From an optimization exercise on the open Yosys and OpenROAD flow, aimed at small area and a short achievable clock period; shortcuts taken in it are not production practice.
RTL that was checked went through simulation tests only; none was proved equivalent to the original.
No activity file was given, so power comes from the tool's default toggle rates.

v6:
==> flow/design.v <==
module dual_issue_decode (
	input  logic			clk,
	input  logic			reset,
	input  logic [31:0]		instr_first,
	input  logic [31:0]		instr_second,
	input  logic [7:0]		pc,
	input  logic [7:0]		branch_pc,
	input  logic			branch_taken,
	output logic [31:0]		even_instr,
	output logic [10:0]		even_op,
	output logic [1:0]		even_unit,
	output logic [6:0]		even_rt,
	output logic			even_write,
	output logic [31:0]		odd_instr,
	output logic [10:0]		odd_op,
	output logic [1:0]		odd_unit,
	output logic [6:0]		odd_rt,
	output logic			odd_write,
	output logic			first_odd,
	output logic			stall,
	output logic [7:0]		stall_pc
);
	logic [31:0] a, b;			 
	logic av, bv;				 
	logic [31:0] ew, ow;
	assign ew = a;
	assign ow = b;
	logic e_rrr, e_ila, e_ai, e_nop, e_fx1, e_shl;
	assign e_rrr = ew[31];
	assign e_ila = ~ew[31] & ew[30] & ~ew[29] & ew[25];
	assign e_ai  = ~ew[31] & ew[28] & ew[26];
	assign e_nop = ~ew[31] & ew[30] & ~ew[29] & ~ew[25];
	assign e_fx1 = e_ila | (~ew[31] & ~ew[30] & ew[28]);
	assign e_shl = ~ew[31] & ~ew[30] & ~ew[28] & ew[27];
	logic [6:0] e_rt0;
	logic e_wr0;
	assign e_rt0 = e_rrr ? ew[27:21] : ew[6:0];
	assign e_wr0 = (ew[31] | ew[30] | ew[28] | ew[27]) & ~e_nop;
	assign even_instr = ew & {32{av}};
	assign even_op    = {ew[31:28], ew[27:25] & {3{~e_rrr}}, ew[24] & ~e_rrr & ~e_ila,
		ew[23:21] & {3{~(e_rrr | e_ila | e_ai)}}} & {11{av}};
	assign even_unit  = {e_fx1, e_fx1 | e_shl} & {2{av}};
	assign even_rt    = e_rt0 & {7{av}};
	assign even_write = e_wr0 & av;
	logic o_ri10, o_ri16;
	assign o_ri10 = ow[29] & ~ow[27] & ow[26];
	assign o_ri16 = ow[29] & ~ow[27] & ~ow[26];
	logic o_ls;
	assign o_ls = o_ri10 | (ow[27] & ~ow[25]);
	assign odd_instr = ow & {32{bv}};
	assign odd_op    = {ow[31:24], ow[23] & ~o_ri10, ow[22:21] & {2{~(o_ri10 | o_ri16)}}} & {11{bv}};
	assign odd_unit  = {o_ri16, o_ls} & {2{bv}};
	assign odd_rt    = ow[6:0] & {7{bv}};
	assign odd_write = (ow[27] | (ow[28] & ow[26])) & bv;
	logic [5:1][6:0]	e_rt;
	logic [5:1]			e_al;	 
	logic [2:1]			e_lg;	 
	logic [4:1][6:0]	o_rt;
	logic [4:1]			o_al;
	logic [2:1]			o_lg;	 
	always_ff @(posedge clk) begin
		e_rt[1] <= e_rt0;
		o_rt[1] <= ow[6:0];
		for (int k = 2; k <= 5; k++) e_rt[k] <= e_rt[k-1];
		for (int k = 2; k <= 4; k++) o_rt[k] <= o_rt[k-1];
		e_lg[1] <= ~(e_fx1 | e_shl);	 
		e_lg[2] <= e_lg[1];
		o_lg[1] <= o_ls;	 
		o_lg[2] <= o_lg[1];
		if (reset) begin
			for (int k = 1; k <= 5; k++) e_al[k] <= 1'b0;
			for (int k = 1; k <= 4; k++) o_al[k] <= 1'b0;
		end else begin
			e_al[1] <= even_write & ~e_fx1;	 
			e_al[2] <= e_al[1];
			e_al[3] <= e_al[2] & e_lg[2];
			e_al[4] <= e_al[3];
			e_al[5] <= e_al[4];
			o_al[1] <= odd_write;					 
			o_al[2] <= o_al[1];
			o_al[3] <= o_al[2] & o_lg[2];
			o_al[4] <= o_al[3];
		end
	end
	function automatic logic busy(input logic [6:0] r,
		input logic ew_, input logic [6:0] ert, input logic ow_, input logic [6:0] ort,
		input logic [5:1][6:0] ert_h, input logic [5:1] eal,
		input logic [4:1][6:0] ort_h, input logic [4:1] oal);
		logic b;
		b = (ew_ && r == ert) || (ow_ && r == ort);
		for (int k = 1; k <= 5; k++) b = b || (eal[k] && r == ert_h[k]);
		for (int k = 1; k <= 4; k++) b = b || (oal[k] && r == ort_h[k]);
		busy = b;
	endfunction
	logic			sel_in, f_a, f_b, s_a, s_b;
	logic [31:0]	f, s;
	assign f = ({32{sel_in}} & instr_first) | ({32{f_a}} & a) | ({32{f_b}} & b);
	assign s = ({32{sel_in}} & instr_second) | ({32{s_a}} & a) | ({32{s_b}} & b);
	function automatic logic [6:0] dec(input logic [31:0] w);
		logic [10:0] o;
		logic ev, od, wr, ua, ub, uc, rrr;
		o = w[31:21];
		ev = 1'b0; od = 1'b0; wr = 1'b0; ua = 1'b0; ub = 1'b0; uc = 1'b0; rrr = 1'b0;
		if (o[10:7] == 4'b1100 || o[10:7] == 4'b1110) begin
			ev = 1'b1; wr = 1'b1; ua = 1'b1; ub = 1'b1; uc = 1'b1; rrr = 1'b1;
		end else if (o[10:4] == 7'b0100001) begin
			ev = 1'b1; wr = 1'b1;
		end else if (o[10:3] == 8'b00011100) begin
			ev = 1'b1; wr = 1'b1; ua = 1'b1;
		end else if (o == 11'b00011000000 || o == 11'b00011000001 || o == 11'b00001011011
				|| o == 11'b01111000100) begin
			ev = 1'b1; wr = 1'b1; ua = 1'b1; ub = 1'b1;
		end else if (o == 11'b01000000001) begin
			ev = 1'b1;
		end else if (o[10:3] == 8'b00110100) begin
			od = 1'b1; wr = 1'b1; ua = 1'b1;
		end else if (o[10:3] == 8'b00100100) begin
			od = 1'b1; ua = 1'b1; uc = 1'b1;
		end else if (o[10:2] == 9'b001100100) begin
			od = 1'b1;
		end else if (o[10:2] == 9'b001000000) begin
			od = 1'b1; uc = 1'b1;
		end else if (o == 11'b00111000100 || o == 11'b00111011100) begin
			od = 1'b1; wr = 1'b1; ua = 1'b1; ub = 1'b1;
		end else if (o == 11'b00000000001) begin
			od = 1'b1;
		end
		dec = {ev, od, wr, ua, ub, uc, rrr};
	endfunction
	logic [6:0] df, ds;
	logic f_ev, f_od, f_wr, f_ua, f_ub, f_uc;
	logic s_ev, s_od, s_wr, s_ua, s_ub, s_uc;
	assign df = dec(f);
	assign ds = dec(s);
	assign {f_ev, f_od, f_wr, f_ua, f_ub, f_uc} = df[6:1];
	assign {s_ev, s_od, s_wr, s_ua, s_ub, s_uc} = ds[6:1];
	logic [6:0] f_rt, s_rt;
	assign f_rt = df[0] ? f[27:21] : f[6:0];
	assign s_rt = ds[0] ? s[27:21] : s[6:0];
	logic stall_first, stall_second, busy_second, same_pipe, same_dest, raw_pair;
	assign stall_first =
		   (f_ua && busy(f[13:7],  even_write, e_rt0, odd_write, ow[6:0], e_rt, e_al, o_rt, o_al))
		|| (f_ub && busy(f[20:14], even_write, e_rt0, odd_write, ow[6:0], e_rt, e_al, o_rt, o_al))
		|| (f_uc && busy(f[6:0],   even_write, e_rt0, odd_write, ow[6:0], e_rt, e_al, o_rt, o_al));
	assign busy_second =
		   (s_ua && busy(s[13:7],  even_write, e_rt0, odd_write, ow[6:0], e_rt, e_al, o_rt, o_al))
		|| (s_ub && busy(s[20:14], even_write, e_rt0, odd_write, ow[6:0], e_rt, e_al, o_rt, o_al))
		|| (s_uc && busy(s[6:0],   even_write, e_rt0, odd_write, ow[6:0], e_rt, e_al, o_rt, o_al));
	assign same_pipe = (s_ev && f_ev) || (s_od && f_od);
	assign same_dest = f_wr && s_wr && (f_rt == s_rt);
	assign raw_pair = f_wr && ((s_ua && s[13:7] == f_rt) || (s_ub && s[20:14] == f_rt)
		|| (s_uc && s[6:0] == f_rt));
	assign stall_second = stall_first || same_pipe || same_dest || raw_pair || busy_second;
	logic go_first, go_second;
	assign go_first = ~branch_taken & ~stall_first;
	assign go_second = ~branch_taken & ~stall_second;
	always_ff @(posedge clk) begin
		a <= f_ev ? f : s;
		b <= f_od ? f : s;
		av <= ~reset & (f_ev ? go_first : (s_ev & go_second));
		bv <= ~reset & (f_od ? go_first : (s_od & go_second));
		first_odd <= ~reset & go_first & f_od;
		sel_in <= reset | ~(branch_taken | stall_second);
		f_a <= ~reset & ~branch_taken & stall_first & ~f_od;
		f_b <= ~reset & ~branch_taken & stall_first & f_od;
		s_a <= ~reset & ~branch_taken & stall_second & f_od;
		s_b <= ~reset & ~branch_taken & stall_second & ~f_od;
		if (reset) begin
			stall <= 1'b0;
			stall_pc <= '0;
		end else if (branch_taken) begin
			stall <= 1'b1;
			stall_pc <= branch_pc + 8'd2;
		end else if (stall_second) begin
			stall <= 1'b1;
			stall_pc <= stall ? stall_pc : pc;
		end else begin
			stall <= 1'b0;
		end
	end
endmodule
Settings: LEC_CHECK=0, CAP_MARGIN=20, CORE_MARGIN=2, CORE_UTILIZATION=35, PLACE_DENSITY=0.5, SETUP_SLACK_MARGIN=4.7, SLEW_MARGIN=20; clock period 9.0 ns.
standard.sh (not shown) runs the stock make flow with config.mk's settings and CLKGATE_MAP_FILE= SYNTH_SCRIPT=/design/flow/synth_recipe.tcl, a recipe that flattens the netlist after the stock synthesis.
==> flow/flow/run.sh <==
#!/bin/bash
# The standard layout, with two changes:
#  - synthesis maps with an area-oriented ABC script (flow/abc_area.script),
#    otherwise the same as synth_recipe.tcl;
#  - the port buffers are plain buf_1 cells.
set -euo pipefail
HERE=$(pwd)
export BUFFER_PORTS_ARGS="-buffer_cell sky130_fd_sc_hd__buf_1"
export MY_ABC_SCRIPT=$HERE/flow/abc_area.script
sed "s#SYNTH_SCRIPT=[^ ]*#SYNTH_SCRIPT=$HERE/flow/synth.tcl#" standard.sh > own_standard.sh
bash own_standard.sh > flow_make.log 2>&1
==> flow/flow/abc_area.script <==
strash
dch
map -a
topo
stime -c
buffer -c
upsize -c
dnsize -c
==> flow/flow/synth.tcl <==
# The standard synthesis (synth_recipe.tcl), with ABC's mapping script replaced
# by the area-oriented one next to this file.
proc synth {args} { yosys synth -nofsm -noshare {*}$args }
proc abc {args} {
  set i [lsearch -exact $args -script]
  if { $i >= 0 && [info exists ::env(MY_ABC_SCRIPT)] } {
    set args [lreplace $args $i [expr {$i + 1}] -script $::env(MY_ABC_SCRIPT)]
  }
  yosys abc {*}$args
}
source $::env(SCRIPTS_DIR)/synth.tcl
# left out here: clear keep_hierarchy, flatten, clean up, hide names made inside functions, write 1_2_yosys.v
Relative to v6, the following input files were edited for v7:
--- a/flow/design.v
+++ b/flow/design.v
@@ -21,10 +21,10 @@
 	output logic [7:0]		stall_pc
 );
 	logic [31:0] a, b;			 
-	logic av, bv;				 
+	logic ea, eb, oa, ob;		 
 	logic [31:0] ew, ow;
-	assign ew = a;
-	assign ow = b;
+	assign ew = ({32{ea}} & a) | ({32{eb}} & b);
+	assign ow = ({32{oa}} & a) | ({32{ob}} & b);
 	logic e_rrr, e_ila, e_ai, e_nop, e_fx1, e_shl;
 	assign e_rrr = ew[31];
 	assign e_ila = ~ew[31] & ew[30] & ~ew[29] & ew[25];
@@ -36,22 +36,23 @@
 	logic e_wr0;
 	assign e_rt0 = e_rrr ? ew[27:21] : ew[6:0];
 	assign e_wr0 = (ew[31] | ew[30] | ew[28] | ew[27]) & ~e_nop;
-	assign even_instr = ew & {32{av}};
+	assign even_instr = ew;
 	assign even_op    = {ew[31:28], ew[27:25] & {3{~e_rrr}}, ew[24] & ~e_rrr & ~e_ila,
-		ew[23:21] & {3{~(e_rrr | e_ila | e_ai)}}} & {11{av}};
-	assign even_unit  = {e_fx1, e_fx1 | e_shl} & {2{av}};
-	assign even_rt    = e_rt0 & {7{av}};
-	assign even_write = e_wr0 & av;
+		ew[23:21] & {3{~(e_rrr | e_ila | e_ai)}}};
+	assign even_unit  = {e_fx1, e_fx1 | e_shl};
+	assign even_rt    = e_rt0;
+	assign even_write = e_wr0;
 	logic o_ri10, o_ri16;
 	assign o_ri10 = ow[29] & ~ow[27] & ow[26];
 	assign o_ri16 = ow[29] & ~ow[27] & ~ow[26];
 	logic o_ls;
 	assign o_ls = o_ri10 | (ow[27] & ~ow[25]);
-	assign odd_instr = ow & {32{bv}};
-	assign odd_op    = {ow[31:24], ow[23] & ~o_ri10, ow[22:21] & {2{~(o_ri10 | o_ri16)}}} & {11{bv}};
-	assign odd_unit  = {o_ri16, o_ls} & {2{bv}};
-	assign odd_rt    = ow[6:0] & {7{bv}};
-	assign odd_write = (ow[27] | (ow[28] & ow[26])) & bv;
+	assign odd_instr = ow;
+	assign odd_op    = {ow[31:24], ow[23] & ~o_ri10, ow[22:21] & {2{~(o_ri10 | o_ri16)}}};
+	assign odd_unit  = {o_ri16, o_ls};
+	assign odd_rt    = ow[6:0];
+	assign odd_write = ow[27] | (ow[28] & ow[26]);
+	assign first_odd = oa;
 	logic [5:1][6:0]	e_rt;
 	logic [5:1]			e_al;	 
 	logic [2:1]			e_lg;	 
@@ -92,10 +93,10 @@
 		for (int k = 1; k <= 4; k++) b = b || (oal[k] && r == ort_h[k]);
 		busy = b;
 	endfunction
-	logic			sel_in, f_a, f_b, s_a, s_b;
+	logic			sel_in, hold_f, hold_s;
 	logic [31:0]	f, s;
-	assign f = ({32{sel_in}} & instr_first) | ({32{f_a}} & a) | ({32{f_b}} & b);
-	assign s = ({32{sel_in}} & instr_second) | ({32{s_a}} & a) | ({32{s_b}} & b);
+	assign f = ({32{sel_in}} & instr_first) | ({32{hold_f}} & a);
+	assign s = ({32{sel_in}} & instr_second) | ({32{hold_s}} & b);
 	function automatic logic [6:0] dec(input logic [31:0] w);
 		logic [10:0] o;
 		logic ev, od, wr, ua, ub, uc, rrr;
@@ -155,16 +156,15 @@
 	assign go_first = ~branch_taken & ~stall_first;
 	assign go_second = ~branch_taken & ~stall_second;
 	always_ff @(posedge clk) begin
-		a <= f_ev ? f : s;
-		b <= f_od ? f : s;
-		av <= ~reset & (f_ev ? go_first : (s_ev & go_second));
-		bv <= ~reset & (f_od ? go_first : (s_od & go_second));
-		first_odd <= ~reset & go_first & f_od;
+		a <= f;
+		b <= s;
+		ea <= ~reset & go_first & f_ev;
+		eb <= ~reset & go_second & s_ev;
+		oa <= ~reset & go_first & f_od;
+		ob <= ~reset & go_second & s_od;
 		sel_in <= reset | ~(branch_taken | stall_second);
-		f_a <= ~reset & ~branch_taken & stall_first & ~f_od;
-		f_b <= ~reset & ~branch_taken & stall_first & f_od;
-		s_a <= ~reset & ~branch_taken & stall_second & f_od;
-		s_b <= ~reset & ~branch_taken & stall_second & ~f_od;
+		hold_f <= ~reset & ~branch_taken & stall_first;
+		hold_s <= ~reset & ~branch_taken & stall_second;
 		if (reset) begin
 			stall <= 1'b0;
 			stall_pc <= '0;
[summary]
Higher number of buffers inserted to repair setup after CTS was reported by v7, not v6.
Min fraction of met2 tracks used by global routing across v7 and v6: v6
Compared with v6, v7 improves total core area.
The power of v7 falls short of that of v6 by 530 uW.
On sequential share of layout area: between v7 and v6, it ends up lower for v6.
No functional check of the RTL was part of v6.

==> what the ideal ports hide <==
Ports are ideal in the flow. The routed layouts listed here were re-timed in OpenROAD. Step 1 sets driving cells, clkbuf_16 on the clock port and buf_2 on the other inputs (assumed; they add their load-dependent delay and slew). Step 2 adds t to the input delays and takes it off the output delays; t is the mean of the earliest and latest rising clock arrival at the registers after step 1. Input paths then give back, and output paths get back, about the clock's delay inside the block. a / b / c = ideal ports / drivers / drivers and shift; a / b = the first two.
| run | t, ns | setup WS [ns] | latest minus earliest clock arrival (ns) | worst register clock-pin slew, ns |
|---|---|---|---|---|
| v6 | 0.513 | 4.695 / 4.725 / 4.212 | 0.018 / 0.018 | 0.08 / 0.08 |
| v7 | 0.517 | 4.776 / 4.722 / 4.289 | 0.013 / 0.012 | 0.07 / 0.07 |
After both steps setup and hold are still met in every run listed. The setup slack of v7, which loses most, moves by -0.054 ns with the drivers and by -0.487 ns with both steps.
